This is an optimization exercise on Yosys and OpenROAD, whose aim is small area and a short achievable clock period, not a production implementation. Only simulation tests tie the RTL to the original design; equivalence was not proved. Power and IR drop assume default switching activity.

run A:
==> flow/design.v (excerpt) <==
module rename_unit (
  input  wire        clk,
  input  wire        rst,
  input  wire        dispatch_i,
  input  wire [4:0]  req_opa_areg_i,
  input  wire [4:0]  req_opb_areg_i,
  input  wire [4:0]  req_dest_areg_i,
  input  wire        req_is_branch_i,
  input  wire        cdb_valid_i,
  input  wire [5:0]  cdb_preg_i,
  input  wire        retire_i,
  input  wire [5:0]  retire_preg_i,
  input  wire        resolve_i,
  input  wire        mispredict_i,
  output logic [5:0] rsp_opa_preg_o,
  output logic       rsp_opa_rdy_o,
  output logic [5:0] rsp_opb_preg_o,
  output logic       rsp_opb_rdy_o,
  output logic [5:0] rsp_dest_preg_o,
  output logic [5:0] rsp_dest_old_preg_o,
  output logic       stall_o
);
Size: about 4200 cells after synthesis, about 930 flip-flops, roughly 62 I/O pins, ~0.048 mm² of cells after synthesis.
Settings: LEC_CHECK=0, CAP_MARGIN=20, CORE_MARGIN=2, CORE_UTILIZATION=70, PLACE_DENSITY=0.75, SETUP_SLACK_MARGIN=3.5, SLEW_MARGIN=20; clock period 8.0 ns.
run.sh (not shown) runs the stock make flow with config.mk's settings and CLKGATE_MAP_FILE= SYNTH_SCRIPT=/design/flow/synth_recipe.tcl, a recipe that flattens the netlist after the stock synthesis.
Status: run A FAILED at 5_1_grt (tool error)
diff inputs: run A => run B
- CORE_UTILIZATION: 70 -> 40
- ABC_CLOCK_PERIOD_IN_PS: unset -> 4000
- PLACE_DENSITY: 0.75 -> unset
Notes after the runs:
- Both conditions hold for run B: the flow ran to the end and the final layout passed the timing, design-rule and antenna checks.
- In run B relative to run A, post-placement cell area had gone up by a few percent.
- Floorplan die width was higher in run B than in run A.
- Compared with run A, run B shows half-perimeter wire length after detailed placement that has gone up by a little under 10%.
- Diff run A..run B | largest buffer count on any clock path | unchanged
- Changes observed in run B relative to run A: post-CTS resize count climbed about 0.5%, die span in y saw an increase.
- Initial cell density of the core delta for run B relative to run A: 30 points lower
The inputs of run C differ from those of run B as listed below.
- CORE_UTILIZATION changed from 40 to 60
- ABC_CLOCK_PERIOD_IN_PS removed (was 4000)
--- outcome ---
Changes observed in run C relative to run B: global-route usage +14 points, post-route non-filler standard cell count fell by about 9%, met2 demand-to-capacity share in global routing increased by 21 points relative to the old numbers. Relative to run B, the setup slack of run C is lower by 140 ps. Run B ended up with req_dest_areg_i[3] as its startpoint of the worst setup timing path; run C ended up with req_opa_areg_i[2]. Delta (run C minus run B): share of power burned in the clock network lower, post-CTS setup repair buffer count lower, ratio of cells with drive above 1 in the final layout higher, wire length per cell after detailed routing higher. As of run C, total of clock buffers placed in the layout had fallen slightly compared to run B. Diff run B -> run C | top fanout value on the critical path | increase of 5. Largest net degree at the start of global routing (run C / run B): 1.13.
Input changes introduced in run D (baseline for comparison: run C):
- changing CORE_UTILIZATION from 60 to 40
[summary]
- Maximum fanout along the worst path | run D below run C
- After detailed routing, run C needs less wire than run D.
- Run D ends up with a relative area change from synthesis to final layout that is 1.8 points higher than in run C.
- Global-route usage: run D vs run C down 14 points
- Taking run C as the reference, in run D largest net degree at the start of global routing lost about 11%; number of gates on the worst path with buffers counted went down by 2.
- Compared with run C, run D shows a relative contribution of the clock network to total power that is 1.8 points higher.
- Against run C, power consumption in run D rose by a few percent.
- Relative to run C, power per cell area has increased by about 1.2% in run D.
### run D -> run E
- CORE_UTILIZATION now 55, was 40
- PLACE_DENSITY now 0.75, previously not set
- Run E finished all stages; the layout is clean.
- Run D → run E: weighted congestion at the end of routability-driven global placement fell by 0.0060; total of cells resized after clock tree synthesis fell by about 9%; critical path arrival rose by 120 ps; worst-case setup margin in the final layout fell by 120 ps.
- There was hardly any difference in maximum clock path buffer count between run D and run E.
- Maximum achievable frequency of run E falls short of that of run D by a few percent.
- Cell count was higher in run D than in run E.
- Summary: with run D as the reference, average wire per cell in the routed design in run E moved up by a few percent.
- Relative to run D, the aggregate routed wire length of run E is lower by about 4%.
- Compare run E and run D | global-route usage lower: run D
- The lower number of vias in the routed layout came out of run D.
- Of the two values seen for critical path launch point, req_dest_areg_i[4] was produced by run E and req_dest_areg_i[3] by run D.
Edits applied to the flow inputs when going from run E to run F:
- CORE_UTILIZATION now 40, was 55
- SETUP_SLACK_MARGIN no longer set, was 3.5
- PLACE_DENSITY no longer set, was 0.75
--- outcome ---
Run F went all the way through synthesis, placement and routing and the layout is clean on timing, DRC and antenna.
On die area, the lower figure sits with run E, not run F.
Core utilization: run F vs run E down 24 points
| detailed placement HPWL | lower: run E |
Run F against run E: detailed-route wire length on metal 1 increased by 10000 µm relative to the old numbers, number of placement rows increased 19, combinational share of power went down 3.8 points, portion of total power attributed to the clock network picked up an extra 3.6 points.
Compared with run E, run F shows initial DRC count lower by 2005.
Looking at depth of the worst register-to-register path, run F sits below run E.


rename_unit, a different RTL version from the one above (not shown whole).
For scale: about 4200 cells after synthesis, ~940 flip-flops, ~48000 um^2 of cells after synthesis.
Design rename_unit, start of the top module:
module rename_unit (
  input  wire        clk,
  input  wire        rst,
  input  wire        dispatch_i,
  input  wire [4:0]  req_opa_areg_i,
  input  wire [4:0]  req_opb_areg_i,
  input  wire [4:0]  req_dest_areg_i,
  input  wire        req_is_branch_i,
  input  wire        cdb_valid_i,
  input  wire [5:0]  cdb_preg_i,
  input  wire        retire_i,
  input  wire [5:0]  retire_preg_i,
  input  wire        resolve_i,
  input  wire        mispredict_i,
  output logic [5:0] rsp_opa_preg_o,
  output logic       rsp_opa_rdy_o,
  output logic [5:0] rsp_opb_preg_o,
  output logic       rsp_opb_rdy_o,
  output logic [5:0] rsp_dest_preg_o,
  output logic [5:0] rsp_dest_old_preg_o,
  output logic       stall_o
);
make LEC_CHECK=0 CAP_MARGIN=20 CORE_MARGIN=2 CORE_UTILIZATION=55 PLACE_DENSITY=0.75 SETUP_SLACK_MARGIN=3.0 SLEW_MARGIN=20 finish   # period 8.0 ns
Then changed:
CORE_UTILIZATION = 60   (was 55)
CTS_CLUSTER_DIAMETER = 70   (was default)
CTS_CLUSTER_SIZE = 25   (was default)
SETUP_SLACK_MARGIN = 3.5   (was 3.0)
Outcome: Worst setup slack gets better by 0.068 ns. Fmax went up by about 1.2%. Utilization went up by 4.8 points. Clock-buffer cell count went down by 61.

==> what the ideal ports hide <==
The flow's constraints put no driver on any port. The routed layouts listed below were extracted and timed again, unchanged, in two steps. Step 1, drivers: a clkbuf_16 drives clk and a buf_2 each remaining input, both assumed. Step 2, shift: input delay + t, output delay - t, t = (earliest + latest rising clock arrival at the registers) / 2. This alone moves slack from input paths to output paths. a / b / c = no drivers / after step 1 / after step 2; a / b = the first two.
| run | t, ns | setup slack, ns | worst setup path at the end | latest minus earliest clock arrival (ns) | pins driven straight from the clock port |
|---|---|---|---|---|---|
| run B | 0.798 | 2.389 / 2.011 / 2.011 | input to output | 0.050 / 0.049 | 1 |
| run C | 0.752 | 2.251 / 1.959 / 1.959 | input to output | 0.047 / 0.047 | 1 |
| run D | 0.798 | 2.389 / 2.011 / 2.011 | input to output | 0.050 / 0.049 | 1 |
| run E | 0.788 | 2.273 / 1.859 / 1.859 | input to output | 0.066 / 0.065 | 1 |
| run F | 0.818 | 0.642 / 0.590 / 0.590 | input to output | 0.061 / 0.061 | 1 |
| the first run of note 2 | 0.775 | 2.202 / 2.014 / 2.014 | input to output | 0.048 / 0.048 | 1 |
| the second run of note 2 | 0.747 | 2.270 / 2.037 / 2.037 | input to output | 0.050 / 0.050 | 1 |
After both steps setup and hold are still met in every run listed. For run E, which loses most, drivers alone change the setup slack by -0.414 ns; drivers and shift together by -0.414 ns.
